Source: an optimization exercise on an open RTL-to-GDS flow (aim: small area, a short achievable clock period and few clock cycles). Production flows keep margins and buffers that such runs may drop.
Where RTL was checked, it was by simulation tests only, not by an equivalence proof against the original.
Power and IR drop assume default switching activity.

==> flow/design.v <==
`default_nettype none
package axiAhbPkg;
    localparam int AddrWidth    = 32;
    localparam int DataWidth    = 32;
    localparam int IdWidth      = 4;
    localparam int MaxBeats     = 16;
    localparam int BeatIdxWidth = 4;
    typedef enum logic [1:0]
    {
        OKAY   = 2'd0,
        SLVERR = 2'd2
    } axiResp_e;
    typedef enum logic [1:0]
    {
        IDLE   = 2'd0,
        NONSEQ = 2'd2
    } ahbTrans_e;
    typedef enum logic [2:0]
    {
        BYTE = 3'd0,
        HALF = 3'd1,
        WORD = 3'd2
    } axiSize_e;
    typedef struct packed
    {
        logic [IdWidth-1:0]      id;
        logic [AddrWidth-1:0]    addr;
        logic [BeatIdxWidth-1:0] len;
        axiSize_e                size;
    } burstReq_t;
    typedef struct packed
    {
        logic [DataWidth-1:0] data;
        logic                 err;
    } readBeat_t;
endpackage
`default_nettype wire
`timescale 1ns/1ps
`default_nettype none
module axiToAhbBridge (
    input  wire         ACLK,
    input  wire         rst,
    input  wire         awValid,
    output logic        awReady,
    input  wire  [3:0]  awId,
    input  wire  [31:0] awAddr,
    input  wire  [3:0]  awLen,
    input  wire  [2:0]  awSize,
    input  wire         wValid,
    output logic        wReady,
    input  wire  [31:0] wData,
    input  wire         wLast,
    output logic        bValid,
    input  wire         bReady,
    output logic [3:0]  bId,
    output logic [1:0]  bResp,
    input  wire         arValid,
    output logic        arReady,
    input  wire  [3:0]  arId,
    input  wire  [31:0] arAddr,
    input  wire  [3:0]  arLen,
    input  wire  [2:0]  arSize,
    output logic        rValid,
    input  wire         rReady,
    output logic [3:0]  rId,
    output logic [31:0] rData,
    output logic [1:0]  rResp,
    output logic        rLast,
    output logic [31:0] hAddr,
    output logic        hWrite,
    output logic [2:0]  hSize,
    output logic [1:0]  hTrans,
    output logic [31:0] hWData,
    input  wire  [31:0] hRData,
    input  wire         hReady,
    input  wire         hResp
);
    logic [31:0] addr;       
    logic [3:0]  cnt;        
    logic [1:0]  size;
    logic [3:0]  id;
    logic        wr;         
    logic        ap;         
    logic        dp;         
    logic        rp;         
    logic        err;        
    logic [31:0] data;       
    logic        busy;
    logic [31:0] cAddr;
    logic [3:0]  cCnt;
    logic [1:0]  cSize;
    logic        cWr;
    logic        cAp;
    logic        issue;
    logic        accept;
    logic        dpDone;
    logic        respValid;
    logic        respReady;
    assign busy = ap | dp | rp;
    assign awReady = !busy;
    assign arReady = !busy && !awValid;
    assign cAddr = busy ? addr : (awValid ? awAddr : arAddr);
    assign cCnt  = busy ? cnt : (awValid ? awLen : arLen);
    assign cSize = busy ? size : (awValid ? awSize[1:0] : arSize[1:0]);
    assign cWr   = busy ? wr : awValid;
    assign cAp   = busy ? ap : (awValid || arValid);
    assign issue  = cAp && (cWr ? wValid
                                : (dp ? (hReady && rReady) : (!rp || rReady)));
    assign accept = issue && hReady;
    assign dpDone = dp && hReady;
    assign hTrans = issue ? 2'b10 : 2'b00;
    assign hAddr  = cAddr;
    assign hWrite = cWr;
    assign hSize  = {1'b0, cSize};
    assign hWData = data;
    assign wReady = cWr && cAp && hReady;
    assign respValid = rp || (dpDone && (!wr || !ap));
    assign respReady = wr ? bReady : rReady;
    assign bValid = wr && respValid;
    assign bId    = id;
    assign bResp  = {err || (dp && hResp), 1'b0};
    assign rValid = !wr && respValid;
    assign rId    = id;
    assign rData  = rp ? data : hRData;
    assign rResp  = {rp ? err : hResp, 1'b0};
    assign rLast  = !ap;
    always_ff @(posedge ACLK)
    begin
        if (rst)
        begin
            ap <= 1'b0;
            dp <= 1'b0;
            rp <= 1'b0;
        end
        else
        begin
            ap <= cAp && !(accept && (cCnt == 4'd0));
            dp <= accept || (dp && !hReady);
            rp <= respValid && !respReady;
        end
    end
    always_ff @(posedge ACLK)
    begin
        addr[31:12] <= cAddr[31:12];
        addr[11:0]  <= cAddr[11:0] + (accept ? (12'd1 << cSize) : 12'd0);
        cnt         <= cCnt - {3'd0, accept};
        size        <= cSize;
        wr          <= cWr;
        if (!busy)
        begin
            id  <= awValid ? awId : arId;
            err <= 1'b0;
        end
        else if (wr)
            err <= err || (dp && hResp);
        else if (dpDone)
            err <= hResp;
        if (cWr ? accept : dpDone)
            data <= cWr ? wData : hRData;
    end
endmodule
`default_nettype wire
Settings: LEC_CHECK=0, CAP_MARGIN=20, CORE_MARGIN=2, CORE_UTILIZATION=40, SETUP_SLACK_MARGIN=3.0, SLEW_MARGIN=20; clock period 5.5 ns.
standard.sh (not shown) runs the stock make flow with config.mk's settings and CLKGATE_MAP_FILE= SYNTH_SCRIPT=/design/flow/synth_recipe.tcl, a recipe that flattens the netlist after the stock synthesis.
==> flow/flow/run.sh <==
#!/bin/bash
set -euo pipefail
export BUFFER_PORTS_ARGS="-buffer_cell sky130_fd_sc_hd__buf_1"
if ! bash standard.sh finish > make_finish.log 2>&1; then
  tail -50 make_finish.log
  exit 1
fi
The first run produced a clean layout.
Next try:
==> flow/run.sh (new file) <==
#!/bin/bash
# synth_recipe.tcl (not shown) runs the flow's synth.tcl, then flattens the netlist and writes it again
# the make line also repeats each setting of config.mk as NAME=value (left out here)
make -C /OpenROAD-flow-scripts/flow DESIGN_CONFIG=/design/flow/config.mk WORK_HOME=/design/flow/orfs CLKGATE_MAP_FILE= SYNTH_SCRIPT=/design/flow/synth_recipe.tcl finish
--- a/flow/config.mk
+++ b/flow/config.mk
@@ -11 +10,0 @@
-export SETUP_SLACK_MARGIN = 3.0
removed: flow/flow/run.sh
removed: flow/standard.sh
The changed run finished clean; global-route usage shrinks by 1.7 points; hold slack is better by 21 ps; first-iteration DRC count shrinks by 17%; utilization grows by 0.55 points; power grows by 1.9%.
No functional check of the RTL was part of any run of this note.

* * *

Setup of nickel:
Another version of the RTL of axiToAhbBridge (not shown whole).
Size: ~480 cells after synthesis, ~280 I/O pins, about 4400 µm² of cells after synthesis.
## axiToAhbBridge
module axiToAhbBridge (
    input  wire         ACLK,
    input  wire         rst,
    input  wire         awValid,
    output logic        awReady,
    input  wire  [3:0]  awId,
    input  wire  [31:0] awAddr,
    input  wire  [3:0]  awLen,
    input  wire  [2:0]  awSize,
    input  wire         wValid,
    output logic        wReady,
    input  wire  [31:0] wData,
    input  wire         wLast,
    output logic        bValid,
    input  wire         bReady,
    output logic [3:0]  bId,
    output logic [1:0]  bResp,
    input  wire         arValid,
    output logic        arReady,
    input  wire  [3:0]  arId,
    input  wire  [31:0] arAddr,
    input  wire  [3:0]  arLen,
    input  wire  [2:0]  arSize,
    output logic        rValid,
    input  wire         rReady,
    output logic [3:0]  rId,
    output logic [31:0] rData,
    output logic [1:0]  rResp,
    output logic        rLast,
    output logic [31:0] hAddr,
    output logic        hWrite,
    output logic [2:0]  hSize,
    output logic [1:0]  hTrans,
    output logic [31:0] hWData,
    input  wire  [31:0] hRData,
    input  wire         hReady,
    input  wire         hResp
);
export LEC_CHECK = 0
export CAP_MARGIN = 20
export CORE_MARGIN = 2
export CORE_UTILIZATION = 40
export SETUP_SLACK_MARGIN = 2.7
export SLEW_MARGIN = 20
create_clock -name core_clock -period 5.5 [get_ports {ACLK}]
==> flow/flow/run.sh <==
#!/bin/bash
set -euo pipefail
export BUFFER_PORTS_ARGS="-buffer_cell sky130_fd_sc_hd__buf_1"
export CTS_ARGS="-sink_clustering_enable -repair_clock_nets -dont_use_dummy_load -buf_list sky130_fd_sc_hd__clkbuf_8 -root_buf sky130_fd_sc_hd__clkbuf_8"
if ! bash standard.sh finish > make_finish.log 2>&1; then
  tail -50 make_finish.log
  exit 1
fi
Modified inputs, garnet compared to nickel
- SETUP_SLACK_MARGIN changed from 2.7 to 2.5
==> run notes <==
- garnet has completed all stages; timing, DRC and antenna checks passed.
- Changes observed in garnet relative to nickel: non-clock buffer count lower; fraction of final layout cells sized beyond drive strength 1 lost 2.3 points; post-cts resize count went down; global-route wire length before repair moved down.
- Comparing maximum frequency for nickel and garnet, the bigger number came from nickel.
- garnet vs. nickel: final critical-path setup slack shrank by 0.054 ns, via count shrank by about 0.43%.
No functional check of the RTL was part of any run of this note.

* * *

Another version of the RTL of axiToAhbBridge (not shown whole).
Size in the first run: ~86 flip-flops.
Settings: LEC_CHECK=0, CAP_MARGIN=20, CORE_MARGIN=2, CORE_UTILIZATION=40, SETUP_SLACK_MARGIN=2.8, SLEW_MARGIN=20; clock period 5.5 ns.
Scripts as last shown in full above: flow/flow/run.sh
Testbench counts at the start, summed over its fixed seeds: cycles 19,428.
Then changed:
Settings changed: CORE_UTILIZATION 40 to 55, PLACE_DENSITY set to 0.7, SETUP_SLACK_MARGIN 2.8 to 2.7.
The new run produced a clean layout.
Routed wire length went up by 1.8%.
Die area went down by about 26%.
Worst setup slack degrades by 0.043 ns.
Global-route usage went up by 7.6 points.
Count of clock-buffer cells in the layout does not change.
Power went down by 2.4%.
Register-to-register slack stays flat.
Then changed:
Settings changed: CORE_UTILIZATION 55 to 40, PLACE_DENSITY 0.7 to unset, SETUP_SLACK_MARGIN 2.7 to 2.6.
Outcome: The new run completed with no timing, DRC or antenna violations. Global-route usage drops by 8.4 points. Final area shrinks by 1.3%. Total power went down by 1.9%. Worst setup slack improves by 0.011 ns. Clock power barely changes.
Then changed:
Settings changed: CORE_UTILIZATION 40 to 55, PLACE_DENSITY set to 0.7, SETUP_SLACK_MARGIN 2.6 to 2.65.
The new run ran to the end with no violations.
Combinational power goes up by 3.6%.
Hold slack is better by 0.0070 ns.
Cell count goes down by 4.2%.
Utilization goes up by 21 points.
Design area goes up by 0.54%.
Worst setup slack is better by 0.038 ns.
Non-clock buffer count goes up by 1.
Total power goes up by 1.3%.
Critical path depth stays the same.
Clock power goes down by about 1%.
Global-route usage goes up by 8.3 points.

* * *

Another version of the RTL of axiToAhbBridge (not shown whole).
For scale: about 440 cells after synthesis, ~81 flip-flops, ~280 I/O pins, ~0.0038 mm² of cells after synthesis.
==> flow/design.v (excerpt) <==
module axiToAhbBridge (
    input  wire         ACLK,
    input  wire         rst,
    input  wire         awValid,
    output logic        awReady,
    input  wire  [3:0]  awId,
    input  wire  [31:0] awAddr,
    input  wire  [3:0]  awLen,
    input  wire  [2:0]  awSize,
    input  wire         wValid,
    output logic        wReady,
    input  wire  [31:0] wData,
    input  wire         wLast,
    output logic        bValid,
    input  wire         bReady,
    output logic [3:0]  bId,
    output logic [1:0]  bResp,
    input  wire         arValid,
    output logic        arReady,
    input  wire  [3:0]  arId,
    input  wire  [31:0] arAddr,
    input  wire  [3:0]  arLen,
    input  wire  [2:0]  arSize,
    output logic        rValid,
    input  wire         rReady,
    output logic [3:0]  rId,
    output logic [31:0] rData,
    output logic [1:0]  rResp,
    output logic        rLast,
    output logic [31:0] hAddr,
    output logic        hWrite,
    output logic [2:0]  hSize,
    output logic [1:0]  hTrans,
    output logic [31:0] hWData,
    input  wire  [31:0] hRData,
    input  wire         hReady,
    input  wire         hResp
);
    logic [31:0] addr;       
    logic [3:0]  cnt;        
    logic [1:0]  size;
    logic [3:0]  id;
    logic        wr;         
    logic        err;        
    logic [31:0] data;       
    logic        idle;       
    logic        wsel;       
    logic        ap;         
    logic        dp;         
    logic        rp;         
    logic        wA;         
    logic        rA;         
    logic        rDp;        
    logic        rRp;        
    logic        wDpL;       
    logic        wRp;        
    logic        ldW;
    logic        ldR;
    logic [31:0] cAddr;
    logic [1:0]  cSize;
    logic [3:0]  cCnt;
    logic        issue;
    logic        accept;
    logic        dpDone;
    logic        respValid;
    logic        respReady;
    logic        apN;
    logic        dpN;
    logic        rpN;
    logic        wrN;
    assign wA   = ap && wr;
    assign rA   = ap && !wr;
  ...
Settings: LEC_CHECK=0, CAP_MARGIN=20, CORE_MARGIN=2, CORE_UTILIZATION=55, PLACE_DENSITY=0.7, SETUP_SLACK_MARGIN=2.65, SLEW_MARGIN=20; clock period 5.5 ns.
Scripts as last shown in full above: flow/flow/run.sh
Edit:
Settings changed: CORE_UTILIZATION 55 to 70, PLACE_DENSITY 0.7 to 0.8.
What happened:
- This time the run did not get past I/O pin placement (3_2_place_iop) on PPL-0024
- synthesized cell count does not change
- area after synthesis does not change
No functional check of the RTL was part of any run of this note.

[what the ideal ports hide]
In the flow no input, the clock included, has a driving cell. The finished layouts below were timed again as built, in two steps.
Step 1, drivers: a clkbuf_16 drives ACLK and a buf_2 each remaining input, both assumed.
Step 2 moves the port delays by t, midway between the first and last clock arrival at a register: inputs arrive t later, outputs are due t later. That takes back most of the time a late clock gives input paths.
a / b / c = ideal ports / drivers / drivers and shift; a / b = the first two.
run | shift t [ns] | setup slack, ns | latest minus earliest clock arrival (ns) | slew at the worst register clock pin (ns)
the first run of note 1 | 0.376 | 2.304 / 2.257 / 1.945 | 0.011 / 0.011 | 0.08 / 0.08
the second run of note 1 | 0.397 | 0.808 / 0.776 / 1.173 | 0.014 / 0.014 | 0.09 / 0.09
nickel | 0.377 | 2.609 / 2.563 / 2.219 | 0.023 / 0.023 | 0.09 / 0.09
garnet | 0.376 | 2.556 / 2.532 / 2.177 | 0.013 / 0.013 | 0.08 / 0.08
the first run of note 3 | 0.365 | 2.679 / 2.676 / 2.311 | 0.015 / 0.014 | 0.08 / 0.08
the second run of note 3 | 0.364 | 2.636 / 2.615 / 2.265 | 0.031 / 0.031 | 0.09 / 0.09
the third run of note 3 | 0.384 | 2.648 / 2.628 / 2.286 | 0.012 / 0.012 | 0.08 / 0.08
the fourth run of note 3 | 0.371 | 2.685 / 2.654 / 2.324 | 0.019 / 0.019 | 0.08 / 0.08
the first run of note 4 | 0.357 | 2.598 / 2.569 / 2.266 | 0.023 / 0.022 | 0.08 / 0.08
After both steps setup and hold are still met in every run listed. For nickel, which loses most, drivers alone change the setup slack by -0.046 ns; drivers and shift together by -0.390 ns.
